Background: an optimization exercise with open tools, aiming at small area. Do not read the settings as production practice.
The RTL was checked by simulation tests, not by an equivalence proof against the original design.
Power is estimated from default activity; no workload was simulated.

===== flow/design.v =====
package ethFramePkg;
   localparam logic [7:0] PREAMBLE_BYTE = 8'h55;
   localparam logic [7:0] SFD_BYTE = 8'hD5;
   localparam logic [47:0] BOARD_MAC = 48'h0080_55ec_0078;
   localparam logic [15:0] ETHERTYPE_IPV4 = 16'h0800;
   localparam logic [7:0] IP_PROTO_UDP = 8'h11;
   localparam logic [31:0] BOARD_IP = {8'd192, 8'd168, 8'd46, 8'd120};
   localparam logic [15:0] CMD_PORT = 16'd2007;
   localparam int FRAME_IDX_W = 7;
   localparam logic [FRAME_IDX_W-1:0] OFS_ETHERTYPE = 7'd12;
   localparam logic [FRAME_IDX_W-1:0] OFS_PROTO = 7'd23;
   localparam logic [FRAME_IDX_W-1:0] OFS_DST_IP = 7'd30;
   localparam logic [FRAME_IDX_W-1:0] OFS_DST_PORT = 7'd36;
   localparam logic [FRAME_IDX_W-1:0] OFS_CMD = 7'd42;
   localparam logic [31:0] CRC_INIT = 32'hFFFF_FFFF;
   localparam logic [31:0] CRC_POLY = 32'h04C1_1DB7;
   localparam logic [31:0] CRC_RESIDUE = 32'hC704_DD7B;
   localparam int CRC_BYTES = 4;
endpackage
package regCmdPkg;
   localparam logic [6:0] REG_COUNT = 7'd64;
   localparam int REG_IDX_W = 6;
   localparam int ADDR_W = 36;
   localparam int DATA_W = 64;
   localparam int DATA_BYTES = DATA_W / 8;
   localparam logic [7:0] MAX_READ_WORDS = 8'd8;
   localparam int REPLY_DEPTH = 16;
   localparam int REPLY_PTR_W = $clog2(REPLY_DEPTH);
   localparam int REPLY_CREDITS = 4;
   localparam int CREDIT_W = $clog2(REPLY_CREDITS + 1);
   localparam int CMD_HDR_BYTES = 10;
   localparam int FLAG_WRITE = 0;
   typedef logic [ADDR_W-1:0] regAddrT;
   typedef logic [DATA_W-1:0] regDataT;
   typedef union packed {
      logic [CMD_HDR_BYTES-1:0][7:0] byteView;
      struct packed {
         logic [8*CMD_HDR_BYTES-ADDR_W-17:0] unused;
         regAddrT addr;
         logic [7:0] count;
         logic [7:0] flags;
      } fieldView;
   } cmdHeaderU;
endpackage
import ethFramePkg::*;
import regCmdPkg::*;
module rtfCmdRx
(
   input  logic       PHY_RXCLK,
   input  logic       rst,
   input  logic [7:0] PHY_RXD,
   input  logic       PHY_RXCTL_RXDV,
   input  logic       PHY_RXER,
   input  logic       replyCredit,
   output logic       replyValid,
   output logic [ADDR_W-1:0]    replyAddr,
   output logic [DATA_W-1:0]    replyData
);
   localparam int QN = REPLY_DEPTH;
   logic inBody;
   logic prev55;
   logic [6:0] idx;           
   logic [31:0] crcReg;
   logic matchOk;
   logic errFlag;
   logic isWrite;
   logic countOk;
   logic [3:0] cnt;
   logic [ADDR_W-1:0] addr;   
   logic [DATA_W-1:0] dataWord;
   logic rxByte;
   logic sfd;
   logic frameEnd;
   logic lenOk;
   logic cmdOk;
   function automatic logic [31:0] crcNext(input logic [31:0] crc, input logic [7:0] data);
      logic [31:0] c;
      c = crc;
      for (int i = 0; i < 8; i++)
      begin
         if (c[31] ^ data[i])
            c = {c[30:0], 1'b0} ^ CRC_POLY;
         else
            c = {c[30:0], 1'b0};
      end
      crcNext = c;
   endfunction
   function automatic logic [8:0] expAt(input logic [6:0] i);
      case (i)
         7'd0:  expAt = {1'b1, BOARD_MAC[47:40]};
         7'd1:  expAt = {1'b1, BOARD_MAC[39:32]};
         7'd2:  expAt = {1'b1, BOARD_MAC[31:24]};
         7'd3:  expAt = {1'b1, BOARD_MAC[23:16]};
         7'd4:  expAt = {1'b1, BOARD_MAC[15:8]};
         7'd5:  expAt = {1'b1, BOARD_MAC[7:0]};
         7'd12: expAt = {1'b1, ETHERTYPE_IPV4[15:8]};
         7'd13: expAt = {1'b1, ETHERTYPE_IPV4[7:0]};
         7'd23: expAt = {1'b1, IP_PROTO_UDP};
         7'd30: expAt = {1'b1, BOARD_IP[31:24]};
         7'd31: expAt = {1'b1, BOARD_IP[23:16]};
         7'd32: expAt = {1'b1, BOARD_IP[15:8]};
         7'd33: expAt = {1'b1, BOARD_IP[7:0]};
         7'd36: expAt = {1'b1, CMD_PORT[15:8]};
         7'd37: expAt = {1'b1, CMD_PORT[7:0]};
         default: expAt = 9'h000;
      endcase
   endfunction
   logic [8:0] expB;
   assign expB = expAt(idx);
   assign rxByte = inBody && PHY_RXCTL_RXDV;
   assign sfd = !inBody && prev55 && PHY_RXCTL_RXDV && PHY_RXD == SFD_BYTE;
   assign frameEnd = inBody && !PHY_RXCTL_RXDV;
   assign lenOk = idx[6] || (!isWrite && idx[5:3] == 3'b111);
   assign cmdOk = frameEnd && matchOk && !errFlag && countOk && lenOk &&
      crcReg == CRC_RESIDUE;
   always_ff @(posedge PHY_RXCLK)
   begin
      if (rst)
      begin
         inBody <= 1'b0;
         prev55 <= 1'b0;
      end
      else
      begin
         if (inBody)
            inBody <= PHY_RXCTL_RXDV;
         else if (sfd)
            inBody <= 1'b1;
         prev55 <= !inBody && !sfd && PHY_RXCTL_RXDV && PHY_RXD == PREAMBLE_BYTE;
      end
   end
   always_ff @(posedge PHY_RXCLK)
   begin
      if (sfd)
      begin
         idx <= '0;
         crcReg <= CRC_INIT;
         matchOk <= 1'b1;
         errFlag <= PHY_RXER;
      end
      else if (rxByte)
      begin
         if (!idx[6])
            idx <= idx + 1'b1;
         crcReg <= crcNext(crcReg, PHY_RXD);
         errFlag <= errFlag | PHY_RXER;
         if (expB[8] && PHY_RXD != expB[7:0])
            matchOk <= 1'b0;
      end
   end
   always_ff @(posedge PHY_RXCLK)
   begin
      if (rxByte && idx == 7'd42)
         isWrite <= PHY_RXD[FLAG_WRITE];
      if (rxByte && idx == 7'd43)
      begin
         cnt <= PHY_RXD[3:0];
         countOk <= isWrite ? PHY_RXD == 8'd1 :
            PHY_RXD != 8'd0 && PHY_RXD <= MAX_READ_WORDS;
      end
      if (rxByte && idx >= 7'd52 && idx <= 7'd59)
         dataWord <= {PHY_RXD, dataWord[DATA_W-1:8]};
   end
   logic [5:0] p;             
   logic sweep;               
   logic wpend;
   logic [5:0] waddr;
   logic anyPending;
   logic anyCapt;
   logic land0;
   logic land32;
   logic zeroIn;
   assign zeroIn = rst || sweep;
   assign land0 = wpend && !zeroIn && waddr == p;
   assign land32 = wpend && !zeroIn && !anyPending &&
      waddr[4:0] == p[4:0] && waddr[5] != p[5];
   always_ff @(posedge PHY_RXCLK)
   begin
      if (rst)
      begin
         p <= '0;
         sweep <= 1'b1;
         wpend <= 1'b0;
      end
      else
      begin
         p <= p + 1'b1;
         if (p == 6'd31)
            sweep <= 1'b0;
         if (cmdOk && isWrite && addr[ADDR_W-1:REG_IDX_W] == '0)
         begin
            wpend <= 1'b1;
            waddr <= addr[REG_IDX_W-1:0];
         end
         else if (land0 || land32)
            wpend <= 1'b0;
      end
   end
   logic [64*DATA_W-1:0] ring;
   logic [DATA_W-1:0] ring0;
   logic [DATA_W-1:0] ring32;
   assign ring0 = ring[0 +: DATA_W];
   assign ring32 = ring[32*DATA_W +: DATA_W];
   always_ff @(posedge PHY_RXCLK)
   begin
      ring <= {ring0, ring[64*DATA_W-1:DATA_W]};
      ring[63*DATA_W +: DATA_W] <= zeroIn ? '0 : land0 ? dataWord : ring0;
      ring[31*DATA_W +: DATA_W] <= zeroIn ? '0 : land32 ? dataWord : ring32;
   end
   logic busy;
   logic [3:0] left;
   logic curIn;
   logic push;
   logic pushOor;
   logic [REPLY_PTR_W:0] wrPtr;
   logic [REPLY_PTR_W:0] rdPtr;
   logic [REPLY_PTR_W-1:0] pushPos;
   assign curIn = addr[ADDR_W-1:REG_IDX_W] == '0;
   assign push = busy && (curIn ? !wpend : !anyCapt);
   assign pushOor = push && !curIn;
   assign pushPos = wrPtr[REPLY_PTR_W-1:0] - p[REPLY_PTR_W-1:0] - 1'b1;
   always_ff @(posedge PHY_RXCLK)
   begin
      if (rst)
      begin
         busy <= 1'b0;
         wrPtr <= '0;
      end
      else
      begin
         if (cmdOk && !isWrite)
         begin
            busy <= 1'b1;
            left <= cnt;
         end
         else if (push)
         begin
            left <= left - 1'b1;
            if (left == 4'd1)
               busy <= 1'b0;
         end
         if (push)
            wrPtr <= wrPtr + 1'b1;
      end
   end
   always_ff @(posedge PHY_RXCLK)
   begin
      if (rxByte && idx >= 7'd44 && idx <= 7'd48)
      begin
         case (idx[2:0])
            3'd4: addr[7:0] <= PHY_RXD;
            3'd5: addr[15:8] <= PHY_RXD;
            3'd6: addr[23:16] <= PHY_RXD;
            3'd7: addr[31:24] <= PHY_RXD;
            default: addr[35:32] <= PHY_RXD[3:0];
         endcase
      end
      else if (push)
         addr <= addr + 1'b1;
   end
   logic [QN*DATA_W-1:0] qPay;
   logic [QN*REG_IDX_W-1:0] qLo;
   logic [QN-1:0] qOor;
   logic [QN-1:0] qPend;
   logic [QN-1:0] capt;
   logic [DATA_W-1:0] bus;
   logic [CREDIT_W-1:0] credits;
   logic deliver;
   assign bus = pushOor ? DATA_W'(addr[ADDR_W-1:REG_IDX_W]) : ring0;
   assign anyPending = |qPend;
   assign anyCapt = |capt;
   genvar j;
   generate
      for (j = 0; j < QN; j++)
      begin : g_q
         localparam int N = (j + 1) % QN;
         logic pushHere;
         assign capt[j] = qPend[j] && qLo[j*REG_IDX_W +: REG_IDX_W] == p;
         assign pushHere = push && pushPos == j;
         always_ff @(posedge PHY_RXCLK)
         begin
            if (capt[N] || (pushOor && pushPos == j))
               qPay[j*DATA_W +: DATA_W] <= bus;
            else
               qPay[j*DATA_W +: DATA_W] <= qPay[N*DATA_W +: DATA_W];
            if (pushHere)
            begin
               qLo[j*REG_IDX_W +: REG_IDX_W] <= addr[REG_IDX_W-1:0];
               qOor[j] <= !curIn;
            end
            else
            begin
               qLo[j*REG_IDX_W +: REG_IDX_W] <= qLo[N*REG_IDX_W +: REG_IDX_W];
               qOor[j] <= qOor[N];
            end
         end
         always_ff @(posedge PHY_RXCLK)
         begin
            if (rst)
               qPend[j] <= 1'b0;
            else if (pushHere)
               qPend[j] <= curIn;
            else
               qPend[j] <= qPend[N] && !capt[N];
         end
      end
   endgenerate
   assign deliver = wrPtr != rdPtr && rdPtr[REPLY_PTR_W-1:0] == p[REPLY_PTR_W-1:0] &&
      !qPend[0] && credits != '0;
   always_ff @(posedge PHY_RXCLK)
   begin
      if (rst)
      begin
         rdPtr <= '0;
         credits <= CREDIT_W'(REPLY_CREDITS);
      end
      else
      begin
         if (deliver)
            rdPtr <= rdPtr + 1'b1;
         credits <= credits + CREDIT_W'(replyCredit) - CREDIT_W'(deliver);
      end
   end
   assign replyValid = deliver;
   assign replyAddr = {qOor[0] ? qPay[0 +: ADDR_W-REG_IDX_W] : '0, qLo[0 +: REG_IDX_W]};
   assign replyData = qOor[0] ? '0 : qPay[0 +: DATA_W];
endmodule

===== flow/run.sh =====
#!/bin/bash
# synth_recipe.tcl (not shown) runs the flow's synth.tcl, then flattens the netlist and writes it again
# the make line also repeats each setting of config.mk as NAME=value (left out here)
make -C /OpenROAD-flow-scripts/flow DESIGN_CONFIG=/design/flow/config.mk WORK_HOME=/design/flow/orfs CLKGATE_MAP_FILE= SYNTH_SCRIPT=/design/flow/synth_recipe.tcl finish

===== flow/config.mk =====
export PLATFORM = sky130hd
export DESIGN_NAME = rtfCmdRx
export DESIGN_NICKNAME = rtfCmdRx
export VERILOG_FILES = /design/flow/design.v
export SDC_FILE = /design/flow/constraint.sdc
export NUM_CORES = 4
export LEC_CHECK = 0
export CAP_MARGIN = 20
export CORE_MARGIN = 2
export CORE_UTILIZATION = 45
export PLACE_DENSITY = 0.6
export SLEW_MARGIN = 20

===== flow/constraint.sdc =====
create_clock -name core_clock -period 8.0 [get_ports {PHY_RXCLK}]
set_input_delay 1.6000 -clock core_clock [delete_from_list [all_inputs] [get_ports {PHY_RXCLK}]]
set_output_delay 1.6000 -clock core_clock [all_outputs]
set_load 0.01 [all_outputs]

==> impl_metrics.tcl, run 1 <==
set metrics [dict create \
    die_y_um 546 \
    synthCells 8337 \
    min_from "ring[287]" \
    power_density_nw_per_um2 328 \
    synth_area_sq_um 132000 \
    cp_slowest_cell "dfxtp_1" \
    synth-async-reset-ratio_pct 0 \
    hold_depth 0 \
    port_buffers 113 \
    p_comb_share_pct 0.4 \
    drc 0 \
    yosysUniqueCellTypes 70 \
    layout_common_cells "5320 x dfxtp_1, 544 x a22o_1, 535 x mux2_2" \
    ctsHoldBuffers 0 \
    cts_resized 0 \
    fin_skew_ns 0.0853 \
    wire_per_inst_um 17.6 \
    path_common_cell "buf_4" \
    ys_seq_area_share_pct 83.2 \
    max-cap-violations 0 \
    clock_path_buffers 4 \
    timing.fmax_ghz 0.190 \
    area.growth.synth_to_final_pct 15.8 \
    end_kind "register" \
    core-area_sq_um 293000 \
    clkTransAtPathRegs_ns 0.07 \
    swShare_pct 19.3 \
    num-fill-cells 23757 \
    cts_buffers 471 \
    drive_above_1_share_pct 16.4 \
    yosys_warnings 1 \
    grt_use_total_pct 15.0 \
    final_hold_viol_count 0 \
    leakagePower_nw 60.9 \
    synth-seq-cells 5438 \
    crit_type "reg -> reg" \
    place_congestion 0.797 \
    crit_family "buffers and inverters" \
    syn_area_per_cell_sq_um 15.9 \
    cts_tree "done" \
    final.setup.tns_ns 0 \
    timing.critical_path.buf_inv 4 \
    rsz0062_at_grt "false" \
    setup_viol 0 \
    grt_overflow 0 \
    antenna_found_initial 17 \
    cp_data_required_time_ns 8.76 \
    final_common_cell "dfxtp_1" \
    htreeDepth 5 \
    drt_iter0_drc 3194 \
    crit_path_max_fanout 46 \
    route.vias.total 58593 \
    r2r_slack_ns 2.75 \
    reg2reg_to "qPay[974]" \
    wirelength_um 228000 \
    ir_drop_mv 0.208 \
    hpwl_um 130000 \
    power.share.sequential_pct 54.1 \
    nets 8640 \
    cp_cell_sequence "buf_4 -> xnor2_1 -> nand4_1 -> nor4_4 -> buf_4 -> nor4_1 -> nand4_1 -> buf_4 -> nor3_4 -> nor2_8 -> buf_4 -> mux2_2" \
    rows 199 \
    cts_sinks 5438 \
    crit_path_start "p[0]" \
    ff2ff_path_depth 12 \
    synth_edf_count 117 \
    ys.flop_type "dfxtp_1" \
    hold_end "ring[223]" \
    p_int_w 0.0406 \
    die-area_sq_um 298000 \
    via_per_inst 4.53 \
    start_util_pct 45.1 \
    switching_power_w 0.00969 \
    slew_headroom_pct 24.2 \
    outcome "complete, no violations" \
    worst_pin_slew_ns 1.14 \
    syn_nets 8368 \
    worst_path_largest_cell_delay_ns 0.92 \
    root_buffer "clkbuf_16" \
    clk_latency_ns 0.96 \
    worstHoldPathType "reg -> reg" \
    drtAntennaViolNets 0 \
    top_level_ports 114 \
    pwr-share-clk_pct 45.6 \
    fin_crit_sh_pct 65.6 \
    die_w_um 546 \
    grt_pass1_vias 58883 \
    grt_max_degree 96 \
    cts_setup_buffers 0 \
    grt_pass1_wl_um 350000 \
    fin_util_pct 52.2 \
    start_kind "register" \
    drt_first_pass_iters 5 \
    r2r-start "p[0]" \
    crit_arrival_ns 6.01 \
    finalMaxSlewViolations 0 \
    period_minus_slack_ns 5.25 \
]
metal layers:
layer	part of all wire [%]	wire, um	track usage [%]	vias to the layer above
li1	-	-	-	28317
met1	49	111000	21.4	28645
met2	44	99500	22.9	1204
met3	5.2	11900	2.91	419
met4	2.5	5610	4.80	8
met5	0.023	52	0	-
worst max-delay path by stage:
stage | endpoint | slack [ns] | cells past startpoint
final | qPay[974] | 2.75 | 12
after global routing | qPay[974] | 2.59 | 12
after CTS | qPay[650] | 2.70 | 12
after detailed placement | addr[31] | 2.09 | 5
after global placement | addr[26] | 2.30 | 5
after floorplan | dataWord[0] | 1.99 | 3
sequential cells by signal, summed over array words and instances (netlist names), 6 cells and up, named ones only:
signal and count:
ring 4096, qPay 1024, qLo 96, dataWord 64
addr 36, crcReg 32, qOor 16, qPend 16
idx 7, p 6, waddr 6
cell type report:
class | instances | area (sq um) | share of cell area, %
clock inverters | 192 | 2380 | 1.55
clock buffers | 668 | 13800 | 8.99
multi-input cells | 2482 | 20200 | 13.2
inverters | 35 | 131 | 0.0857
repair buffers | 181 | 1730 | 1.13
flip-flops and latches | 5438 | 110000 | 71.8
diodes | 10 | 25.0 | 0.0163
well taps | 3919 | 4900 | 3.20
power by group through the flow:
| stage | Combinational [W] | Clock [W] | Sequential (W) |
|---|---|---|---|
| final | 0.000180 | 0.0229 | 0.0272 |
| after global routing | 0.000196 | 0.0246 | 0.0271 |
| after CTS | 0.000182 | 0.0235 | 0.0272 |
| after detailed placement | 0.000181 | 0 | 0.0278 |
| after global placement | 0.000181 | 0 | 0.0278 |
| after floorplan | 0.000133 | 0 | 0.0278 |
stage by stage:
stage | hold slack (ns) | instances | power [W] | worst slack, ns | area (sq um)
3_3_place_gp | 0.310 | 12053 | 0.0279 | 2.30 | 137000
6_report | 0.269 | 12925 | 0.0502 | 2.75 | 153000
4_1_cts | 0.259 | 12914 | 0.0508 | 2.70 | 153000
2_1_floorplan | 0.310 | 8337 | 0.0279 | 1.99 | 132000
5_1_grt | 0.273 | 12916 | 0.0519 | 2.59 | 153000
3_5_place_dp | 0.312 | 12054 | 0.0279 | 2.09 | 137000
synthesized netlist by cell type (6+ instances only):
| cell type | count | share of area [%] |
|---|---|---|
| o31ai_1 | 14 | 0.079 |
| dfxtp_1 | 5321 | 81 |
| nand2_1 | 312 | 0.89 |
| xnor2_1 | 139 | 0.92 |
| buf_6 | 37 | 0.31 |
| nand3_1 | 32 | 0.12 |
| a21o_1 | 19 | 0.11 |
| inv_1 | 35 | 0.099 |
| nor4_4 | 6 | 0.096 |
| ha_1 | 16 | 0.15 |
| nor4_1 | 23 | 0.11 |
| nor4_2 | 15 | 0.14 |
| nor3_4 | 8 | 0.098 |
| a22o_1 | 544 | 3.6 |
| nor3_1 | 38 | 0.14 |
| nand3_2 | 6 | 0.045 |
| mux2_2 | 535 | 4.6 |
| xor2_1 | 109 | 0.72 |
| o21ai_0 | 19 | 0.072 |
| and3_1 | 7 | 0.033 |
| a211oi_1 | 18 | 0.10 |
| nor2b_1 | 69 | 0.33 |
| mux2_1 | 47 | 0.40 |
| and2_1 | 68 | 0.32 |
| buf_4 | 40 | 0.23 |
| buf_1 | 7 | 0.020 |
| and4_1 | 7 | 0.046 |
| nor2_1 | 77 | 0.22 |
| nand4_1 | 34 | 0.16 |
| a21oi_1 | 192 | 0.73 |
| o211ai_1 | 7 | 0.040 |
| nand2b_1 | 6 | 0.028 |
| clkbuf_1 | 180 | 0.51 |
| nor2_4 | 6 | 0.051 |
| buf_2 | 117 | 0.44 |
| mux2_4 | 27 | 0.31 |
| nor2_8 | 8 | 0.12 |
| edfxtp_1 | 117 | 2.7 |
worst reg2reg max path, cell delays in order (launching register included):
cell and delay [ns]:
dfxtp_1 0.92, buf_4 0.37, xnor2_1 0.14, nand4_1 0.19, nor4_4 0.29, buf_4 0.52, nor4_1 0.13, nand4_1 0.12
buf_4 0.45, nor3_4 0.15, nor2_8 0.86, buf_4 0.53, mux2_2 0.39
kinds of logic (layout without fill, tap and decap cells):
kind of cell / after synthesis / count (layout) / share of synthesized area [%]
buffers and inverters: 417 / 1076 / 1.63
XOR/XNOR: 249 / 249 / 1.65
multiplexers: 614 / 614 / 5.30
flip-flops: 5438 / 5438 / 83.2
other: 0 / 10 / 0
AND/OR/NAND/NOR: 761 / 761 / 3.20
adder cells (fa/ha/maj): 18 / 18 / 0.182
AO/OA/AOI/OAI: 840 / 840 / 4.88
==> inputs of run 2 (changes only) <==
--- a/flow/design.v
+++ b/flow/design.v
@@ -167,10 +167,9 @@
    logic [5:0] waddr;
    logic anyPending;
-   logic anyCapt;
    logic land0;
    logic land32;
    logic zeroIn;
    assign zeroIn = rst || sweep;
-   assign land0 = wpend && !zeroIn && waddr == p;
+   assign land0 = wpend && !zeroIn && !anyPending && waddr == p;
    assign land32 = wpend && !zeroIn && !anyPending &&
       waddr[4:0] == p[4:0] && waddr[5] != p[5];
@@ -212,12 +211,27 @@
    logic curIn;
    logic push;
-   logic pushOor;
    logic [REPLY_PTR_W:0] wrPtr;
    logic [REPLY_PTR_W:0] rdPtr;
-   logic [REPLY_PTR_W-1:0] pushPos;
+   logic [QN*DATA_W-1:0] qPay;
+   logic [QN*REG_IDX_W-1:0] qLo;
+   logic [QN-1:0] qOor;
+   logic [QN-1:0] qPend;
+   logic [REG_IDX_W-1:0] lo0;
+   logic [REG_IDX_W-1:0] want;
+   logic [REG_IDX_W-1:0] tapOfs;
+   logic tapHit;
+   logic [DATA_W-1:0] tapData;
+   logic [CREDIT_W-1:0] credits;
+   logic deliver;
+   assign lo0 = qLo[0 +: REG_IDX_W];
    assign curIn = addr[ADDR_W-1:REG_IDX_W] == '0;
-   assign push = busy && (curIn ? !wpend : !anyCapt);
-   assign pushOor = push && !curIn;
-   assign pushPos = wrPtr[REPLY_PTR_W-1:0] - p[REPLY_PTR_W-1:0] - 1'b1;
+   assign push = busy && p[REPLY_PTR_W-1:0] == wrPtr[REPLY_PTR_W-1:0] &&
+      (wrPtr[REPLY_PTR_W] == rdPtr[REPLY_PTR_W] || wrPtr[REPLY_PTR_W-1:0] != rdPtr[REPLY_PTR_W-1:0]) &&
+      !(curIn && wpend);
+   assign want = push ? addr[REG_IDX_W-1:0] : lo0;
+   assign tapOfs = want - p;
+   assign tapHit = tapOfs[5:4] == 2'b00;
+   assign tapData = ring[{tapOfs[3:0], 6'b0} +: DATA_W];
+   assign anyPending = |qPend;
    always_ff @(posedge PHY_RXCLK)
    begin
@@ -259,51 +273,23 @@
          addr <= addr + 1'b1;
    end
-   logic [QN*DATA_W-1:0] qPay;
-   logic [QN*REG_IDX_W-1:0] qLo;
-   logic [QN-1:0] qOor;
-   logic [QN-1:0] qPend;
-   logic [QN-1:0] capt;
-   logic [DATA_W-1:0] bus;
-   logic [CREDIT_W-1:0] credits;
-   logic deliver;
-   assign bus = pushOor ? DATA_W'(addr[ADDR_W-1:REG_IDX_W]) : ring0;
-   assign anyPending = |qPend;
-   assign anyCapt = |capt;
-   genvar j;
-   generate
-      for (j = 0; j < QN; j++)
-      begin : g_q
-         localparam int N = (j + 1) % QN;
-         logic pushHere;
-         assign capt[j] = qPend[j] && qLo[j*REG_IDX_W +: REG_IDX_W] == p;
-         assign pushHere = push && pushPos == j;
-         always_ff @(posedge PHY_RXCLK)
-         begin
-            if (capt[N] || (pushOor && pushPos == j))
-               qPay[j*DATA_W +: DATA_W] <= bus;
-            else
-               qPay[j*DATA_W +: DATA_W] <= qPay[N*DATA_W +: DATA_W];
-            if (pushHere)
-            begin
-               qLo[j*REG_IDX_W +: REG_IDX_W] <= addr[REG_IDX_W-1:0];
-               qOor[j] <= !curIn;
-            end
-            else
-            begin
-               qLo[j*REG_IDX_W +: REG_IDX_W] <= qLo[N*REG_IDX_W +: REG_IDX_W];
-               qOor[j] <= qOor[N];
-            end
-         end
-         always_ff @(posedge PHY_RXCLK)
-         begin
-            if (rst)
-               qPend[j] <= 1'b0;
-            else if (pushHere)
-               qPend[j] <= curIn;
-            else
-               qPend[j] <= qPend[N] && !capt[N];
-         end
+   always_ff @(posedge PHY_RXCLK)
+   begin
+      qPay <= {qPay[0 +: DATA_W], qPay[QN*DATA_W-1:DATA_W]};
+      qLo <= {lo0, qLo[QN*REG_IDX_W-1:REG_IDX_W]};
+      qOor <= {qOor[0], qOor[QN-1:1]};
+      qPend <= {qPend[0] && !zeroIn, qPend[QN-1:1]};
+      if (push)
+      begin
+         qLo[(QN-1)*REG_IDX_W +: REG_IDX_W] <= addr[REG_IDX_W-1:0];
+         qOor[QN-1] <= !curIn;
+         qPend[QN-1] <= curIn && !tapHit && !zeroIn;
+         qPay[(QN-1)*DATA_W +: DATA_W] <= curIn ? tapData : DATA_W'(addr[ADDR_W-1:REG_IDX_W]);
       end
-   endgenerate
+      else if (qPend[0] && tapHit)
+      begin
+         qPend[QN-1] <= 1'b0;
+         qPay[(QN-1)*DATA_W +: DATA_W] <= tapData;
+      end
+   end
    assign deliver = wrPtr != rdPtr && rdPtr[REPLY_PTR_W-1:0] == p[REPLY_PTR_W-1:0] &&
       !qPend[0] && credits != '0;
@@ -323,5 +309,5 @@
    end
    assign replyValid = deliver;
-   assign replyAddr = {qOor[0] ? qPay[0 +: ADDR_W-REG_IDX_W] : '0, qLo[0 +: REG_IDX_W]};
+   assign replyAddr = {qOor[0] ? qPay[0 +: ADDR_W-REG_IDX_W] : '0, lo0};
    assign replyData = qOor[0] ? '0 : qPay[0 +: DATA_W];
 endmodule
--- a/flow/config.mk
+++ b/flow/config.mk
@@ -6,7 +6,10 @@
 export NUM_CORES = 4
 export LEC_CHECK = 0
+export ABC_AREA = 1
 export CAP_MARGIN = 20
 export CORE_MARGIN = 2
 export CORE_UTILIZATION = 45
+export CTS_BUF_LIST = sky130_fd_sc_hd__clkbuf_8
+export CTS_CLUSTER_SIZE = 30
 export PLACE_DENSITY = 0.6
 export SLEW_MARGIN = 20
==> run 2 against run 1 <==
Effect of this change: worst hold slack gained 0.017 ns; critical path depth rose by 11; utilization grew 0.21 points; final cell count is 8.6% higher; routed wire length decreased by 6.4%; non-clock buffer count shrank 22; via count is 4.3% higher; first-iteration DRC count decreased by 4.0%; cell area is 2.6% lower; maximum frequency shrank 15%; critical path type unchanged; largest cell class unchanged; largest power group unchanged.
==> impl_metrics.tcl, run 2 <==
set metrics [dict create \
    wire_per_inst_um 15.2 \
    start_kind "register" \
    area.growth.synth_to_final_pct 16.2 \
    largest_reg_flops 4096 \
    core-area_sq_um 284000 \
    start_util_pct 45.1 \
    fin_util_pct 52.4 \
    fin_crit_sh_pct 77.3 \
    layout_common_cells "5320 x dfxtp_1, 960 x clkbuf_8, 818 x inv_1" \
    synth-async-reset-ratio_pct 0 \
    crit_type "reg -> reg" \
    port_buffers 113 \
    final_hold_viol_count 0 \
    hold_depth 0 \
    wirelength_um 213000 \
    cts_tree "done" \
    end_kind "register" \
    ir_drop_mv 0.154 \
    synth.area.top_cells "dfxtp_1 83%, edfxtp_1 2.7%, o21ai_0 2.5%" \
    ys_seq_area_share_pct 85.7 \
    synth_edf_count 117 \
    synthCells 9028 \
    place_congestion 0.844 \
    yosys_warnings 1 \
    nets 9693 \
    cts_sinks 5438 \
    rsz0062_at_grt "false" \
    grt_pass1_wl_um 331000 \
    cts_buffers 757 \
    final_common_cell "dfxtp_1" \
    final.setup.tns_ns 0 \
    yosysMostFrequentCell "dfxtp_1" \
    setup_viol 0 \
    synth-seq-cells 5438 \
    hold_slack_ns 0.286 \
    r2r_slack_ns 1.81 \
    worst_pin_slew_ns 1.11 \
    max-cap-violations 0 \
    synth_top_area_share_pct 83.0 \
    finalMaxSlewViolations 0 \
    timing.critical_path.buf_inv 4 \
    crit_family "simple AND/OR/NAND/NOR gates" \
    syn_area_per_cell_sq_um 14.2 \
    reg_top3 "ring x4096, qPay x1024, qLo x96" \
    ff2ff_path_depth 23 \
    yosys.area.top_type "dfxtp_1" \
    top_level_ports 114 \
    die_y_um 538 \
    cts_resized 0 \
    worst_slack_ns 1.81 \
    grt_pass1_vias 60816 \
    worstHoldPathType "reg -> reg" \
    cts_setup_buffers 0 \
    dp_cells 12663 \
    grt_max_degree 152 \
    clk_latency_ns 1.05 \
    hpwl_um 123000 \
    drtAntennaViolNets 0 \
    slew_headroom_pct 26.2 \
    clkTransAtPathRegs_ns 0.06 \
    hold_end "ring[1297]" \
    die-area_sq_um 290000 \
    min_from "ring[1361]" \
    clock_path_buffers 4 \
    yosysUniqueCellTypes 49 \
    leakagePower_nw 60.7 \
    die_w_um 538 \
    drt_iter0_drc 3067 \
    grt_use_total_pct 14.5 \
    yosys-top-cells-count "5321 x dfxtp_1, 666 x nand2_1, 644 x o21ai_0" \
    root_buffer "clkbuf_8" \
    r2r-start "p[1]" \
    path_common_cell "nand2_1" \
    fin_skew_ns 0.0661 \
    worst_path_largest_cell_delay_ns 1.02 \
    period_minus_slack_ns 6.19 \
    via_per_inst 4.36 \
    drc 0 \
    outcome "complete, no violations" \
    drt_first_pass_iters 5 \
    route.vias.total 61130 \
    power_density_nw_per_um2 334 \
    timing.fmax_ghz 0.162 \
    stdcell_count 14033 \
    drive_above_1_share_pct 11.4 \
    syn_nets 9061 \
    synth_area_sq_um 128000 \
    ctsHoldBuffers 0 \
    crit_arrival_ns 7.07 \
    cp_cell_sequence "inv_2 -> nand2_1 -> nand2_1 -> nor2_1 -> nand3_1 -> nor2_2 -> nand2_2 -> or2_2 -> o21ai_0 -> ha_4 -> inv_1 -> fa_4 -> buf_4 -> buf_12 -> a21oi_1 -> o21ai_0 -> o21ai_0 -> nand2_1 -> nand3_1 -> nand2_1 -> nand4_1 -> nand3_1 -> nand2_1" \
    rows 196 \
    cp_data_required_time_ns 8.88 \
    antenna_found_initial 14 \
    reg2reg_to "qPay[988]" \
    grt_overflow 0 \
    top_register "ring" \
    ys.flop_type "dfxtp_1" \
    crit_path_max_fanout 151 \
    cp_slowest_cell "fa_4" \
    num-fill-cells 23476 \
    htreeDepth 6 \
    place_ws_ns 1.92 \
]
-- run 2: cell count changes after synthesis, moves of 62 or more --
| cell | delta |
|---|---|
| a21oi_1 | +271 |
| a22o_1 | -544 |
| and2_1 | -68 |
| buf_2 | -66 |
| inv_1 | +523 |
| mux2_2 | -535 |
| mux2i_1 | +252 |
| nand2_1 | +354 |
| nand3_1 | +123 |
| nor2_1 | +89 |
| nor2b_1 | -69 |
| o211ai_1 | +62 |
| o21ai_0 | +625 |
| xnor2_1 | -116 |
-- run 2: worst max-delay path by stage --
stage	from	end	depth (start not counted)
after floorplan	p[1]	qPay[982]	25
after global routing	p[1]	qPay[967]	23
after CTS	p[1]	qPay[988]	23
after global placement	p[1]	qPay[960]	23
after detailed placement	p[1]	qPay[988]	23
final	p[1]	qPay[988]	23
-- run 2: cells by family after synthesis --
| logic type | synth area share (%) |
|---|---|
| and+or+nand+nor | 3.60 |
| adders and majority gates | 0.207 |
| xor gates and xnor gates | 0.757 |
| muxes | 2.00 |
| buffers and inverters | 2.56 |
| DFF | 85.7 |
| AOI/OAI and AO/OA | 5.14 |
-- run 2: metal layers --
layer  routed length, um  vias to the layer above  GRT usage [%]  part of all wire, %
li1                    -                    30401              -                    -
met1              106000                    29021           20.3                   50
met2               91900                     1295           22.0                   43
met3                9840                      411           2.88                  4.6
met4                5760                        2           6.04                  2.7
met5                  13                        -              0               0.0061
-- run 2: report_power, final --
group	internal [W]	switching, W
Clock	0.0114	0.00955
Combinational	0.000471	0.00114
Sequential	0.0272	0.0000392
Total	0.0391	0.0107
-- run 2: per-stage QoR --
step / total power (W) / cell area (sq um)
after floorplan: 0.0289 / 128000
after global placement: 0.0295 / 134000
after detailed placement: 0.0295 / 134000
after CTS: 0.0505 / 149000
after global routing: 0.0518 / 149000
final: 0.0498 / 149000
-- run 2: final cells by class --
type                       count  area (sq um)  area share (%)
sequential                  5438        110000            73.8
multi-input combinational   2741         15100            10.1
clock buffer                 960         13200            8.86
tap                         3762          4710            3.15
clock inverter               402          2360            1.58
inverter                     563          2120            1.42
timing repair buffer         159          1630            1.09
antenna                        8          20.0          0.0134
-- run 2: worst reg2reg max path: stages (launching register included) --
cell	delay, ns
dfxtp_1	0.48
inv_2	0.16
nand2_1	0.09
nand2_1	0.05
nor2_1	0.09
nand3_1	0.16
nor2_2	0.32
nand2_2	0.41
or2_2	0.43
o21ai_0	0.16
ha_4	0.18
inv_1	0.07
fa_4	1.02
buf_4	0.70
buf_12	0.78
a21oi_1	0.10
o21ai_0	0.11
o21ai_0	0.12
nand2_1	0.11
nand3_1	0.09
nand2_1	0.15
nand4_1	0.10
nand3_1	0.14
nand2_1	0.06
==> inputs of run 3 (changes only) <==
--- a/flow/config.mk
+++ b/flow/config.mk
@@ -6,9 +6,8 @@
 export NUM_CORES = 4
 export LEC_CHECK = 0
-export ABC_AREA = 1
 export CAP_MARGIN = 20
 export CORE_MARGIN = 2
 export CORE_UTILIZATION = 45
-export CTS_BUF_LIST = sky130_fd_sc_hd__clkbuf_8
+export CTS_CLUSTER_DIAMETER = 80
 export CTS_CLUSTER_SIZE = 30
 export PLACE_DENSITY = 0.6
==> run 3 against run 2 <==
Effect of this change: sequential cell count did not move; register-to-register slack improved by 0.28 ns; utilization fell by 3.2 points; maximum frequency rose by 4.7%; critical path depth fell by 8; cell area fell by 8.0%; critical path type unchanged; sequential power rose by 3%; synthesized cell count fell by 20%; still clean; routed wire length fell by 16%; highest routed layer is now met4; clock power fell by about 40%; die area fell by 1.9%; combinational power fell by 35%.
==> impl_metrics.tcl, run 3 <==
set metrics [dict create \
    core-area_sq_um 279000 \
    worst_pin_slew_ns 1.11 \
    max-cap-violations 0 \
    timing.fmax_ghz 0.169 \
    final_common_cell "dfxtp_1" \
    yosysMostFrequentCell "dfxtp_1" \
    grt_pass1_wl_um 282000 \
    yosysUniqueCellTypes 69 \
    drive_above_1_share_pct 8.47 \
    cts_setup_buffers 0 \
    syn_nets 7241 \
    layout_common_cells "5320 x dfxtp_1, 289 x nor2_1, 262 x mux2i_1" \
    ir_drop_mv 0.220 \
    synth-async-reset-ratio_pct 0 \
    grt_overflow 0 \
    finalMaxSlewViolations 0 \
    ctsHoldBuffers 0 \
    start_kind "register" \
    start_util_pct 45.2 \
    worstHoldPathType "reg -> reg" \
    rsz0062_at_grt "false" \
    fin_crit_sh_pct 73.9 \
    crit_arrival_ns 6.62 \
    power_density_nw_per_um2 305 \
    leakagePower_nw 52.7 \
    timing.critical_path.buf_inv 2 \
    end_kind "register" \
    cts_tree "done" \
    via_per_inst 4.33 \
    grt_pass1_vias 48764 \
    cp_slowest_cell "a21boi_2" \
    cp_cell_sequence "xnor2_1 -> nand3_1 -> a2111oi_4 -> a21boi_2 -> mux2i_1 -> ha_4 -> inv_1 -> fa_4 -> a21o_1 -> a21oi_1 -> xnor2_1 -> a311oi_1 -> or2_4 -> buf_4 -> o22ai_1" \
    worst_path_largest_cell_delay_ns 0.80 \
    num-fill-cells 22907 \
    htreeDepth 4 \
    hpwl_um 108000 \
    cp_data_required_time_ns 8.71 \
    synthCells 7208 \
    port_buffers 113 \
    place_ws_ns 2.10 \
    die-area_sq_um 284000 \
    cts_resized 0 \
    ys.flop_type "dfxtp_1" \
    top_level_ports 114 \
    worst_slack_ns 2.09 \
    drt_iter0_drc 2692 \
    top_register "ring" \
    drt_first_pass_iters 5 \
    crit_family "compound AO/OA/AOI/OAI gates" \
    clock_path_buffers 4 \
    synth_top_area_share_pct 84.6 \
    crit_type "reg -> reg" \
    die_y_um 533 \
    syn_area_per_cell_sq_um 17.5 \
    die_w_um 533 \
    cts_buffers 212 \
    final_hold_viol_count 0 \
    outcome "complete, no violations" \
    antenna_found_initial 7 \
    ys_seq_area_share_pct 87.4 \
    period_minus_slack_ns 5.91 \
    reg_top3 "ring x4096, qPay x1024, qLo x96" \
    yosys-top-cells-count "5321 x dfxtp_1, 290 x nor2_1, 262 x mux2i_1" \
    largest_reg_flops 4096 \
    grt_use_total_pct 12.6 \
    place_congestion 0.788 \
    yosys_warnings 1 \
    fin_skew_ns 0.0683 \
    slew_headroom_pct 26.3 \
    yosys.area.top_type "dfxtp_1" \
    clk_latency_ns 0.90 \
    synth_edf_count 117 \
    crit_path_max_fanout 31 \
    grt_max_degree 103 \
    hold_slack_ns 0.274 \
    nets 7416 \
    final.setup.tns_ns 0 \
    drtAntennaViolNets 0 \
    drc 0 \
    cts_sinks 5438 \
    route.vias.total 48436 \
    wire_per_inst_um 16.1 \
    synth_area_sq_um 126000 \
    synth.area.top_cells "dfxtp_1 85%, mux4_2 4.6%, edfxtp_1 2.8%" \
    wirelength_um 180000 \
    rows 194 \
    clkTransAtPathRegs_ns 0.10 \
    p_total_w 0.0418 \
    setup_viol 0 \
    synth-seq-cells 5438 \
    area.growth.synth_to_final_pct 8.99 \
    root_buffer "clkbuf_16" \
    path_common_cell "xnor2_1" \
]
run 3: cells by family (layout without fill, tap and decap cells):
family,count (synthesis),count (layout),synth area share (%)
mux,592,592,7.33
flops,5438,5438,87.4
buf+inv,270,515,0.912
simple gates,536,536,1.96
other cells,0,5,0
xor+xnor,146,146,1.13
compound gates,206,206,1.07
fa+ha+maj,20,20,0.211
run 3: worst register-to-register path, stage by stage, from the launching register on:
cell,delay (ns)
dfxtp_1,0.56
xnor2_1,0.19
nand3_1,0.14
a2111oi_4,0.46
a21boi_2,0.81
mux2i_1,0.39
ha_4,0.18
inv_1,0.05
fa_4,0.49
a21o_1,0.19
a21oi_1,0.17
xnor2_1,0.16
a311oi_1,0.60
or2_4,0.73
buf_4,0.51
o22ai_1,0.13
run 3: worst paths after layout:
path	slack [ns]	from	end	cells after the start
setup / recovery	2.09	p[0]	qPay[991]	15
hold / removal	0.27	qPay[229]	qPay[165]	0
setup reg to reg	2.09	p[0]	qPay[991]	15
hold reg to reg	0.27	qPay[229]	qPay[165]	0
run 3: layer usage:
metal	up-vias	GRT usage (%)	part of all wire, %
li1	23760	-	-
met1	23821	18.8	52
met2	595	19.2	43
met3	260	1.87	3.3
met4	0	3.28	2.3
met5	-	0	0
run 3: stage by stage:
stage	std cells	area, sq um	utilization, %
global placement	10893	131000	47.1
detailed placement	10893	131000	47.1
global route	11178	137000	49.2
CTS	11177	137000	49.2
finish	11182	137000	49.2
floorplan	7208	126000	-
run 3: final cells by class:
type	instances	area, sq um	share of cell area [%]
timing repair buffer	141	1450	1.06
antenna	5	12.5	0.00912
clock buffer	262	5570	4.05
multi-input combinational	1500	14800	10.8
tap	3724	4660	3.39
sequential	5438	110000	80.2
clock inverter	22	338	0.246
inverter	90	338	0.246
run 3: power by group:
group / internal (W) / leakage [nW] / switching [W]
Combinational: 0.000409 / 5.64 / 0.000628
Clock: 0.00507 / 2.87 / 0.00752
Sequential: 0.0280 / 44.2 / 0.000195
Total: 0.0335 / 52.7 / 0.00834
==> inputs of run 4 (changes only) <==
--- a/flow/design.v
+++ b/flow/design.v
@@ -67,6 +67,8 @@
    logic countOk;
    logic [3:0] cnt;
-   logic [ADDR_W-1:0] addr;   
+   logic [DATA_W-1:0] cmdWord;
+   logic [ADDR_W-1:0] addr;
    logic [DATA_W-1:0] dataWord;
+   logic whiNz;               
    logic rxByte;
    logic sfd;
@@ -159,6 +161,4 @@
             PHY_RXD != 8'd0 && PHY_RXD <= MAX_READ_WORDS;
       end
-      if (rxByte && idx >= 7'd52 && idx <= 7'd59)
-         dataWord <= {PHY_RXD, dataWord[DATA_W-1:8]};
    end
    logic [5:0] p;             
@@ -187,9 +187,6 @@
          if (p == 6'd31)
             sweep <= 1'b0;
-         if (cmdOk && isWrite && addr[ADDR_W-1:REG_IDX_W] == '0)
-         begin
+         if (cmdOk && isWrite && !whiNz)
             wpend <= 1'b1;
-            waddr <= addr[REG_IDX_W-1:0];
-         end
          else if (land0 || land32)
             wpend <= 1'b0;
@@ -201,9 +198,14 @@
    assign ring0 = ring[0 +: DATA_W];
    assign ring32 = ring[32*DATA_W +: DATA_W];
+   logic take0, keep0, take32, keep32;
+   assign take0 = land0;
+   assign keep0 = !land0 && !zeroIn;
+   assign take32 = land32;
+   assign keep32 = !land32 && !zeroIn;
    always_ff @(posedge PHY_RXCLK)
    begin
       ring <= {ring0, ring[64*DATA_W-1:DATA_W]};
-      ring[63*DATA_W +: DATA_W] <= zeroIn ? '0 : land0 ? dataWord : ring0;
-      ring[31*DATA_W +: DATA_W] <= zeroIn ? '0 : land32 ? dataWord : ring32;
+      ring[63*DATA_W +: DATA_W] <= ({DATA_W{take0}} & dataWord) | ({DATA_W{keep0}} & ring0);
+      ring[31*DATA_W +: DATA_W] <= ({DATA_W{take32}} & dataWord) | ({DATA_W{keep32}} & ring32);
    end
    logic busy;
@@ -258,18 +260,27 @@
       end
    end
+   assign addr = cmdWord[59:24];
+   assign dataWord = cmdWord;
    always_ff @(posedge PHY_RXCLK)
    begin
-      if (rxByte && idx >= 7'd44 && idx <= 7'd48)
+      if (rxByte && ((idx >= 7'd44 && idx <= 7'd48) || (isWrite && idx >= 7'd52 && idx <= 7'd59)))
+         cmdWord <= {PHY_RXD, cmdWord[DATA_W-1:8]};
+      else if (push)
+         cmdWord[59:24] <= addr + 1'b1;
+   end
+   always_ff @(posedge PHY_RXCLK)
+   begin
+      if (rxByte && isWrite && idx >= 7'd44 && idx <= 7'd48)
       begin
          case (idx[2:0])
-            3'd4: addr[7:0] <= PHY_RXD;
-            3'd5: addr[15:8] <= PHY_RXD;
-            3'd6: addr[23:16] <= PHY_RXD;
-            3'd7: addr[31:24] <= PHY_RXD;
-            default: addr[35:32] <= PHY_RXD[3:0];
+            3'd4:
+            begin
+               waddr <= PHY_RXD[REG_IDX_W-1:0];
+               whiNz <= PHY_RXD[7:6] != 2'b00;
+            end
+            3'd0: whiNz <= whiNz || PHY_RXD[3:0] != 4'h0;
+            default: whiNz <= whiNz || PHY_RXD != 8'h00;
          endcase
       end
-      else if (push)
-         addr <= addr + 1'b1;
    end
    always_ff @(posedge PHY_RXCLK)
==> run 4 against run 3 <==
Effect of this change: global-route usage rose by 0.74 points; sequential power down 4%; power shrank 3.9%; die area shrank 0.44%; worst hold slack gained 0.0061 ns; critical path depth decreased by 1; clock skew fell by 0.0045 ns; critical endpoint is now qPay[1002]; combinational power fell by 42%; via count is 1.5% higher.
==> impl_metrics.tcl, run 4 <==
set metrics [dict create \
    outcome "complete, no violations" \
    nets 7509 \
    fin_area_sq_um 137000 \
    grt_overflow 0 \
    path_common_cell "mux4_2" \
    crit_family "simple AND/OR/NAND/NOR gates" \
    start_kind "register" \
    timing.critical_path.buf_inv 3 \
    finalMaxSlewViolations 0 \
    die-area_sq_um 283000 \
    root_buffer "clkbuf_16" \
    place_congestion 0.782 \
    grt_use_total_pct 13.3 \
    cts_buffers 214 \
    timing.fmax_ghz 0.161 \
    fin_skew_ns 0.0638 \
    synth_area_sq_um 125000 \
    yosysUniqueCellTypes 72 \
    synth-seq-cells 5403 \
    setup_viol 0 \
    clk_latency_ns 0.91 \
    crit_path_max_fanout 83 \
    worst_path_largest_cell_delay_ns 1.11 \
    synth_edf_count 82 \
    cts_sinks 5403 \
    drt_first_pass_iters 5 \
    p_total_w 0.0402 \
    path_depth 14 \
    syn_area_per_cell_sq_um 17.1 \
    cts_resized 0 \
    fin_crit_sh_pct 77.6 \
    cp_cell_sequence "nor4_1 -> nand4_1 -> nor3_2 -> or2_4 -> mux2i_1 -> ha_4 -> inv_1 -> fa_4 -> buf_16 -> buf_12 -> mux4_2 -> mux4_2 -> nand3_1 -> o211ai_1" \
    dpl-instance-area_sq_um 131000 \
    min_from "ring[2807]" \
    hold_slack_ns 0.280 \
    cp_data_required_time_ns 8.74 \
    yosys-top-cells-count "5321 x dfxtp_1, 374 x nand2_1, 321 x mux4_2" \
    clock_path_buffers 4 \
    worstHoldPathType "reg -> reg" \
    cp_slowest_cell "fa_4" \
    cts_setup_buffers 0 \
    antenna_found_initial 13 \
    leakagePower_nw 51.7 \
    ir_drop_mv 0.239 \
    drc 0 \
    core-area_sq_um 277000 \
    power_density_nw_per_um2 294 \
    drtAntennaViolNets 0 \
    ys_seq_area_share_pct 86.9 \
    cts_tree "done" \
    ff2ff_path_depth 14 \
    rows 193 \
    reg2reg_to "qPay[1002]" \
    dp_cells 10965 \
    yosys_warnings 1 \
    end_kind "register" \
    clkTransAtPathRegs_ns 0.11 \
    die_y_um 532 \
    ctsHoldBuffers 0 \
    slew_headroom_pct 35.0 \
    r2r-start "cmdWord[31]" \
    hold_depth 0 \
    port_buffers 113 \
    worst_pin_slew_ns 0.974 \
    final.setup.tns_ns 0 \
    r2r_slack_ns 1.79 \
    max-cap-violations 0 \
    synth-async-reset-ratio_pct 0 \
    area.growth.synth_to_final_pct 8.92 \
    largest_reg_flops 4096 \
    layout_common_cells "5320 x dfxtp_1, 374 x nand2_1, 321 x mux4_2" \
    grt_pass1_vias 48778 \
    drive_above_1_share_pct 8.56 \
    final_hold_viol_count 0 \
    yosysMostFrequentCell "dfxtp_1" \
    hold_end "ring[2743]" \
    top_register "ring" \
    drt_iter0_drc 3338 \
    start_util_pct 45.3 \
    die_w_um 532 \
    via_per_inst 4.37 \
    grt_pass1_wl_um 293000 \
    period_minus_slack_ns 6.21 \
    rsz0062_at_grt "false" \
    synth.area.top_cells "dfxtp_1 85%, mux4_2 5.8%, edfxtp_1 2.0%" \
    crit_type "reg -> reg" \
    htreeDepth 4 \
    grt_max_degree 115 \
    hpwl_um 118000 \
    crit_arrival_ns 6.95 \
    route.vias.total 49154 \
    synthCells 7347 \
    final_common_cell "dfxtp_1" \
    ys.flop_type "dfxtp_1" \
    wirelength_um 191000 \
    top_level_ports 114 \
    stdcell_count 11236 \
    wire_per_inst_um 17.0 \
    synth_top_area_share_pct 85.0 \
    syn_nets 7378 \
    yosys.area.top_type "dfxtp_1" \
    reg_top3 "ring x4096, qPay x1024, qLo x96" \
]
run 4: kinds of logic (layout without fill, tap and decap cells):
| group | after synthesis | count (layout) | synth area share [%] |
|---|---|---|---|
| buffers and inverters | 258 | 432 | 0.954 |
| AND/OR/NAND/NOR | 784 | 784 | 2.97 |
| flip-flops | 5403 | 5403 | 86.9 |
| other | 0 | 10 | 0 |
| AO/OA/AOI/OAI | 365 | 365 | 1.67 |
| adder cells (fa/ha/maj) | 18 | 18 | 0.192 |
| multiplexers | 363 | 363 | 6.11 |
| XOR/XNOR | 156 | 156 | 1.18 |
run 4: worst max-delay path by stage:
stage / startpoint / endpoint / slack, ns
after floorplan: cmdWord[30] / qPay[985] / 3.53
after global placement: cmdWord[31] / qPay[962] / 1.54
after detailed placement: cmdWord[31] / qPay[968] / 1.37
after CTS: cmdWord[31] / qPay[963] / 1.35
after global routing: cmdWord[31] / qPay[962] / 1.39
final: cmdWord[31] / qPay[1002] / 1.79
run 4: power by group:
part	leakage (nW)	switching (W)	internal [W]	total, W
clock network	2.88	0.00757	0.00504	0.0126
logic	5.25	0.000346	0.000259	0.000605
registers	43.6	0.0000336	0.0270	0.0270
total	51.7	0.00795	0.0323	0.0402
run 4: per-layer routing:
metal / GRT usage [%] / wire length, um
met5: 0 / 20
met4: 3.53 / 5190
met3: 2.17 / 6720
met2: 21.0 / 85500
met1: 19.1 / 93500
run 4: layout make-up:
type	count	area (sq um)
flip-flops and latches	5403	109000
repair buffers	151	1590
fillers	23052	140000
clock inverters	24	428
diodes	10	25.0
well taps	3705	4640
inverters	22	82.6
multi-input cells	1686	15300
clock buffers	235	5480
run 4: metrics by stage:
stage / worst slack, ns / utilization (%)
floorplan: 3.53 / -
global placement: 1.54 / 47.2
detailed placement: 1.37 / 47.2
CTS: 1.35 / 49.3
global route: 1.39 / 49.3
finish: 1.79 / 49.3
==> inputs of run 5 (changes only) <==
--- a/flow/design.v
+++ b/flow/design.v
@@ -321,4 +321,5 @@
    assign replyValid = deliver;
    assign replyAddr = {qOor[0] ? qPay[0 +: ADDR_W-REG_IDX_W] : '0, lo0};
-   assign replyData = qOor[0] ? '0 : qPay[0 +: DATA_W];
+   assign replyData = {qPay[ADDR_W-REG_IDX_W +: DATA_W-ADDR_W+REG_IDX_W],
+      qOor[0] ? '0 : qPay[0 +: ADDR_W-REG_IDX_W]};
 endmodule
==> run 5 against run 4 <==
Effect of this change: still clean; global-route usage increased by 0.23 points; first-iteration DRC count is 8.2% lower; via count rose by 0.24%; critical path type unchanged; largest cell class unchanged; highest routed layer unchanged.
==> impl_metrics.tcl, run 5 <==
set metrics [dict create \
    outcome "complete, no violations" \
    synthCells 7336 \
    finalMaxSlewViolations 0 \
    final_hold_viol_count 0 \
    ff2ff_path_depth 16 \
    grt_pass1_vias 49554 \
    crit_arrival_ns 7.17 \
    largest_reg_flops 4096 \
    crit_path_start "cmdWord[45]" \
    wirelength_um 192000 \
    slew_headroom_pct 23.9 \
    syn_area_per_cell_sq_um 17.0 \
    top_register "ring" \
    grt_max_degree 129 \
    start_util_pct 45.2 \
    clk_latency_ns 0.93 \
    yosys-top-cells-count "5321 x dfxtp_1, 328 x nand2_1, 286 x mux4_2" \
    synth_edf_count 82 \
    place_congestion 0.825 \
    grt_overflow 0 \
    drt_iter0_drc 3064 \
    rows 193 \
    hold_slack_ns 0.288 \
    leakagePower_nw 51.7 \
    r2r-start "cmdWord[45]" \
    power_density_nw_per_um2 295 \
    drive_above_1_share_pct 7.95 \
    yosys.area.top_type "dfxtp_1" \
    reg_top3 "ring x4096, qPay x1024, qLo x96" \
    end_kind "register" \
    die-area_sq_um 282000 \
    cts_sinks 5403 \
    synth-seq-cells 5403 \
    drc 0 \
    hpwl_um 119000 \
    yosysMostFrequentCell "dfxtp_1" \
    area.growth.synth_to_final_pct 8.76 \
    drt_first_pass_iters 5 \
    synth.area.top_cells "dfxtp_1 85%, mux4_2 5.2%, edfxtp_1 2.0%" \
    final_common_cell "dfxtp_1" \
    setup_viol 0 \
    crit_path_max_fanout 64 \
    route.vias.total 49271 \
    die_w_um 531 \
    drtAntennaViolNets 0 \
    antenna_found_initial 15 \
    fin_skew_ns 0.0641 \
    ir_drop_mv 0.214 \
    synth-async-reset-ratio_pct 0 \
    wl_met1_um 90900 \
    min_from "ring[1077]" \
    htreeDepth 4 \
    nets 7461 \
    cp_data_required_time_ns 8.81 \
    final.setup.tns_ns 0 \
    ys.flop_type "dfxtp_1" \
    wire_per_inst_um 17.1 \
    grt_pass1_wl_um 294000 \
    fin_crit_sh_pct 79.4 \
    period_minus_slack_ns 6.36 \
    crit_type "reg -> reg" \
    ys_seq_area_share_pct 87.3 \
    syn_nets 7367 \
    dp_cells 10920 \
    synth_top_area_share_pct 85.3 \
    max-cap-violations 0 \
    root_buffer "clkbuf_16" \
    port_buffers 113 \
    clock_path_buffers 4 \
    yosysUniqueCellTypes 63 \
    start_kind "register" \
    multiInputGateArea_sq_um 14700 \
    cts_setup_buffers 0 \
    layout_common_cells "5320 x dfxtp_1, 327 x nand2_1, 286 x mux4_2" \
    grt_use_total_pct 13.6 \
    top_level_ports 114 \
    cts_tree "done" \
    cts_resized 0 \
    die_y_um 531 \
    rsz0062_at_grt "false" \
    fin_util_pct 49.2 \
    clkTransAtPathRegs_ns 0.11 \
    seq_area_sq_um 109000 \
    yosys_warnings 1 \
    hold_depth 0 \
    num-fill-cells 22926 \
    wl_met2_um 86400 \
    cts_buffers 212 \
    ctsHoldBuffers 0 \
    timing.fmax_ghz 0.157 \
    top_layer "met5" \
    synth_area_sq_um 125000 \
    worst_pin_slew_ns 1.14 \
    worstHoldPathType "reg -> reg" \
    stdcell_count 11201 \
    via_per_inst 4.40 \
    core-area_sq_um 276000 \
    wl_met3_um 6590 \
]
[run 5: cell types whose count changed in the layout (fill, tap and decap cells not counted), moves of 8 or more]
| cell | change |
|---|---|
| mux4_2 | -35 |
| a211oi_1 | +33 |
| o21ai_0 | -64 |
| a32o_1 | +34 |
| nand2_1 | -47 |
| a22oi_1 | +29 |
| o22ai_1 | -31 |
| xnor2_2 | -8 |
| xnor2_1 | +10 |
| nand3_1 | +24 |
| o311ai_0 | +30 |
| o211ai_1 | -8 |
[run 5: final timing paths]
path                end  slack [ns]
min reg2reg  ring[1013]        0.29
max reg2reg  qPay[1014]        1.64
min          ring[1013]        0.29
max          qPay[1014]        1.64
[run 5: logic make-up after synthesis]
kind of cell | Yosys count | share of synthesized area [%]
xor+xnor | 155 | 1.09
buf+inv | 297 | 1.06
flops | 5403 | 87.3
simple gates | 747 | 2.83
compound gates | 383 | 2.02
mux | 333 | 5.54
fa+ha+maj | 18 | 0.192
[run 5: stage by stage]
step	worst slack [ns]	area (sq um)	total power [W]
global route	1.40	136000	0.0416
global placement	1.57	130000	0.0281
floorplan	3.38	125000	0.0280
detailed placement	1.52	130000	0.0281
finish	1.64	136000	0.0401
CTS	1.46	136000	0.0405
[run 5: power breakdown]
group          switching [W]  internal (W)  leakage (nW)
Clock                0.00754       0.00501          2.85
Combinational       0.000347      0.000222          5.41
Sequential        0.00000628        0.0269          43.4
Total                0.00789        0.0322          51.7
[run 5: layout make-up]
type	instances	share of cell area, %
antenna	13	0.0239
multi-input combinational	1636	10.8
inverter	26	0.0718
clock inverter	28	0.325
tap	3705	3.41
timing repair buffer	151	1.12
clock buffer	239	3.99
sequential	5403	80.2
[run 5: layer usage]
| layer | up-vias | global-route usage, % |
|---|---|---|
| li1 | 24084 | - |
| met1 | 24151 | 18.6 |
| met2 | 697 | 21.8 |
| met3 | 335 | 1.98 |
| met4 | 4 | 5.20 |
| met5 | - | 0 |
[run 5: critical path: stages, from the launching register on]
cell	delay, ns
edfxtp_1	0.59
nor4_1	0.57
nand4_1	0.23
nor3_1	0.58
nand2b_4	0.27
buf_4	0.57
nand2_1	0.11
nand2_1	0.16
ha_1	0.25
nor2b_1	0.14
o31a_1	0.30
a311oi_1	0.50
and3_1	0.22
buf_4	0.35
or3_2	0.19
buf_4	0.82
a32o_1	0.29
==> inputs of run 6 (changes only) <==
--- a/flow/design.v
+++ b/flow/design.v
@@ -66,5 +66,5 @@
    logic isWrite;
    logic countOk;
-   logic [3:0] cnt;
+   logic [3:0] cnt;           
    logic [DATA_W-1:0] cmdWord;
    logic [ADDR_W-1:0] addr;
@@ -76,4 +76,5 @@
    logic lenOk;
    logic cmdOk;
+   logic push;                
    function automatic logic [31:0] crcNext(input logic [31:0] crc, input logic [7:0] data);
       logic [31:0] c;
@@ -161,4 +162,6 @@
             PHY_RXD != 8'd0 && PHY_RXD <= MAX_READ_WORDS;
       end
+      else if (push)
+         cnt <= cnt - 1'b1;
    end
    logic [5:0] p;             
@@ -210,7 +213,5 @@
    end
    logic busy;
-   logic [3:0] left;
    logic curIn;
-   logic push;
    logic [REPLY_PTR_W:0] wrPtr;
    logic [REPLY_PTR_W:0] rdPtr;
@@ -246,14 +247,7 @@
       begin
          if (cmdOk && !isWrite)
-         begin
             busy <= 1'b1;
-            left <= cnt;
-         end
-         else if (push)
-         begin
-            left <= left - 1'b1;
-            if (left == 4'd1)
-               busy <= 1'b0;
-         end
+         else if (push && cnt == 4'd1)
+            busy <= 1'b0;
          if (push)
             wrPtr <= wrPtr + 1'b1;
==> run 6 against run 5 <==
Effect of this change: still clean; first-iteration DRC count increased by 1.4%; die area fell by 0.14%; setup slack improved by 0.63 ns; global-route usage shrank 0.24 points; non-clock buffer count is 7 higher; worst hold slack lost 0.0043 ns; critical path type unchanged; largest power group unchanged.
==> impl_metrics.tcl, run 6 <==
set metrics [dict create \
    outcome "complete, no violations" \
    power_density_nw_per_um2 296 \
    crit_arrival_ns 6.53 \
    dpl-instance-area_sq_um 130000 \
    fin_area_sq_um 136000 \
    top_level_ports 114 \
    crit_path_start "cmdWord[31]" \
    cts_sinks 5399 \
    synth_edf_count 78 \
    syn_area_per_cell_sq_um 17.0 \
    cp_cell_sequence "nor4_1 -> nand4_1 -> nor3_4 -> a21o_2 -> buf_4 -> nand2_1 -> nand2_1 -> ha_1 -> nor2b_1 -> o31a_1 -> a311o_1 -> mux4_2 -> a21o_1 -> buf_4 -> a22o_1" \
    layout_common_cells "5321 x dfxtp_1, 336 x nand2_1, 287 x mux4_2" \
    cts_resized 0 \
    yosys_warnings 1 \
    crit_type "reg -> reg" \
    wirelength_um 190000 \
    leakagePower_nw 51.9 \
    cts_buffers 212 \
    final.setup.tns_ns 0 \
    reg_top3 "ring x4096, qPay x1024, qLo x96" \
    crit_family "simple AND/OR/NAND/NOR gates" \
    synthSimpleGateAreaFrac_pct 3.02 \
    grt_max_degree 129 \
    ctsHoldBuffers 0 \
    die_w_um 530 \
    synth_xor_area_share_pct 1.08 \
    cp-endpoint "qPay[1016]" \
    core-area_sq_um 276000 \
    path_depth 15 \
    via_per_inst 4.37 \
    yosysUniqueCellTypes 64 \
    period_minus_slack_ns 5.73 \
    ys.flop_type "dfxtp_1" \
    rows 193 \
    synthCells 7330 \
    clkTransAtPathRegs_ns 0.11 \
    yosys-top-cells-count "5321 x dfxtp_1, 336 x nand2_1, 287 x mux4_2" \
    ys_seq_area_share_pct 87.3 \
    antenna_found_initial 15 \
    synth_fa_ha_area_share_pct 0.193 \
    finalMaxSlewViolations 0 \
    cts_tree "done" \
    synth-async-reset-ratio_pct 0 \
    rsz0062_at_grt "false" \
    grt_use_total_pct 13.3 \
    synth_top_family_by_area "multiplexers" \
    cp_slowest_cell "mux4_2" \
    setup_viol 0 \
    area.growth.synth_to_final_pct 8.73 \
    die-area_sq_um 281000 \
    synth_top_area_share_pct 85.4 \
    root_buffer "clkbuf_16" \
    ir_drop_mv 0.215 \
    timing.critical_path.buf_inv 2 \
    yosysMostFrequentCell "dfxtp_1" \
    htreeDepth 4 \
    nets 7466 \
    max-cap-violations 0 \
    start_kind "register" \
    final_common_cell "dfxtp_1" \
    grt_overflow 0 \
    final_hold_viol_count 0 \
    port_buffers 113 \
    end_kind "register" \
    clk_latency_ns 0.92 \
    reg2reg_to "qPay[1016]" \
    wire_per_inst_um 16.9 \
    cts_setup_buffers 0 \
    synth.area.top_cells "dfxtp_1 85%, mux4_2 5.2%, edfxtp_1 1.9%" \
    r2r_slack_ns 2.27 \
    largest_reg_flops 4096 \
    drc 0 \
    top_register "ring" \
    yosys.area.top_type "dfxtp_1" \
    slew_headroom_pct 15.9 \
    drtAntennaViolNets 0 \
    grt_pass1_vias 48349 \
    worstHoldPathType "reg -> reg" \
    grt_pass1_wl_um 287000 \
    worst_path_largest_cell_delay_ns 0.77 \
    syn_nets 7361 \
    fin_skew_ns 0.0806 \
    drt_iter0_drc 3106 \
    synthMuxAreaShare_pct 5.56 \
    clock_path_buffers 4 \
    cp_data_required_time_ns 8.81 \
    hpwl_um 119000 \
    ff2ff_path_depth 15 \
    synth-seq-cells 5399 \
    place_congestion 0.842 \
    r2r-start "cmdWord[31]" \
    drive_above_1_share_pct 8.01 \
    timing.fmax_ghz 0.175 \
    die_y_um 530 \
    crit_path_max_fanout 70 \
    synth_area_sq_um 125000 \
    synth-compound-area-share_pct 1.80 \
    drt_first_pass_iters 5 \
    worst_pin_slew_ns 1.26 \
    route.vias.total 48957 \
    start_util_pct 45.2 \
    fin_crit_sh_pct 71.6 \
]
-- run 6: changes by cell type after synthesis, sizes merged, moves of 8 or more --
cell / before / now
o311ai: 30 / 0
clkbuf: 178 / 155
nand4: 20 / 47
a32o: 34 / 0
buf: 93 / 112
a22o: 1 / 34
nand2: 328 / 336
-- run 6: cell type report --
| cell class | count | area (sq um) |
|---|---|---|
| Tap cell | 3705 | 4640 |
| Inverter | 25 | 93.8 |
| Sequential cell | 5399 | 109000 |
| Clock inverter | 24 | 402 |
| Fill cell | 22816 | 140000 |
| Clock buffer | 231 | 5410 |
| Multi-Input combinational cell | 1639 | 14600 |
| Antenna cell | 10 | 25.0 |
| Timing Repair Buffer | 158 | 1570 |
-- run 6: power breakdown --
part           internal, W  switching [W]  total (W)
clock              0.00497        0.00753     0.0125
combinational     0.000266       0.000410   0.000676
sequential          0.0269      0.0000353     0.0270
-- run 6: logic make-up after synthesis --
kind of cell    Yosys count
compound gates          353
xor+xnor                153
fa+ha+maj                18
buf+inv                 292
flops                  5399
mux                     333
simple gates            782
-- run 6: worst min path at each step --
| stage | from | end | slack [ns] | cells past startpoint |
|---|---|---|---|---|
| 3_3_place_gp | ring[3688] | ring[3624] | 0.31 | 0 |
| 2_1_floorplan | qLo[6] | qLo[0] | 0.31 | 0 |
| 4_1_cts | ring[3752] | ring[3688] | 0.29 | 0 |
| 5_1_grt | ring[1828] | ring[1764] | 0.30 | 0 |
| 3_5_place_dp | qPay[86] | qPay[22] | 0.31 | 0 |
| 6_report | ring[1925] | ring[1861] | 0.28 | 0 |
-- run 6: stage by stage --
stage / utilization, % / std cells / hold slack [ns] / setup WS, ns / total power, W
final: 49.1 / 11191 / 0.283 / 2.27 / 0.0402
after global routing: 49.1 / 11181 / 0.303 / 1.99 / 0.0416
after CTS: 49.1 / 11181 / 0.290 / 2.33 / 0.0406
after detailed placement: 47.0 / 10926 / 0.312 / 2.40 / 0.0283
after global placement: 47.0 / 10926 / 0.309 / 2.39 / 0.0283
after floorplan: - / 7330 / 0.310 / 3.31 / 0.0281
-- run 6: per-layer routing --
metal | GRT usage, % | vias up | wire length (um)
li1 | - | 23992 | -
met1 | 18.8 | 23995 | 92000
met2 | 21.1 | 671 | 84900
met3 | 1.97 | 297 | 6620
met4 | 4.46 | 2 | 6090
met5 | 0 | - | 13

-- re-timing with driven ports --
Ports are ideal in the flow. The routed layouts listed here were re-timed in OpenROAD.
Step 1, drivers: a clkbuf_16 drives PHY_RXCLK and a buf_2 each remaining input, both assumed.
Step 2 times the ports against the registers' clock, not the clock port: input delays grow and output delays shrink by t, the midpoint of the rising clock arrivals with the driver on.
Slacks: ideal ports / drivers / drivers and shift; pairs: ideal ports / drivers.
run | shift t [ns] | slack for setup (ns) | worst setup path at the end | clock arrival spread, ns | slew at the worst register clock pin (ns)
run 1 | 1.008 | 2.750 / 2.750 / 2.308 | input to register | 0.087 / 0.087 | 0.07 / 0.07
run 2 | 1.105 | 1.813 / 1.813 / 1.813 | register to register | 0.073 / 0.073 | 0.07 / 0.07
run 3 | 0.955 | 2.090 / 2.090 / 2.090 | register to register | 0.073 / 0.073 | 0.12 / 0.12
run 4 | 0.966 | 1.788 / 1.788 / 1.788 | register to register | 0.081 / 0.081 | 0.12 / 0.12
run 5 | 0.974 | 1.644 / 1.644 / 1.644 | register to register | 0.090 / 0.090 | 0.12 / 0.12
run 6 | 0.962 | 2.275 / 2.275 / 2.275 | register to register | 0.097 / 0.096 | 0.12 / 0.12
After both steps every run listed still meets setup and hold. The setup slack of run 1, which loses most, moves by 0.000 ns with the drivers and by -0.442 ns with both steps.
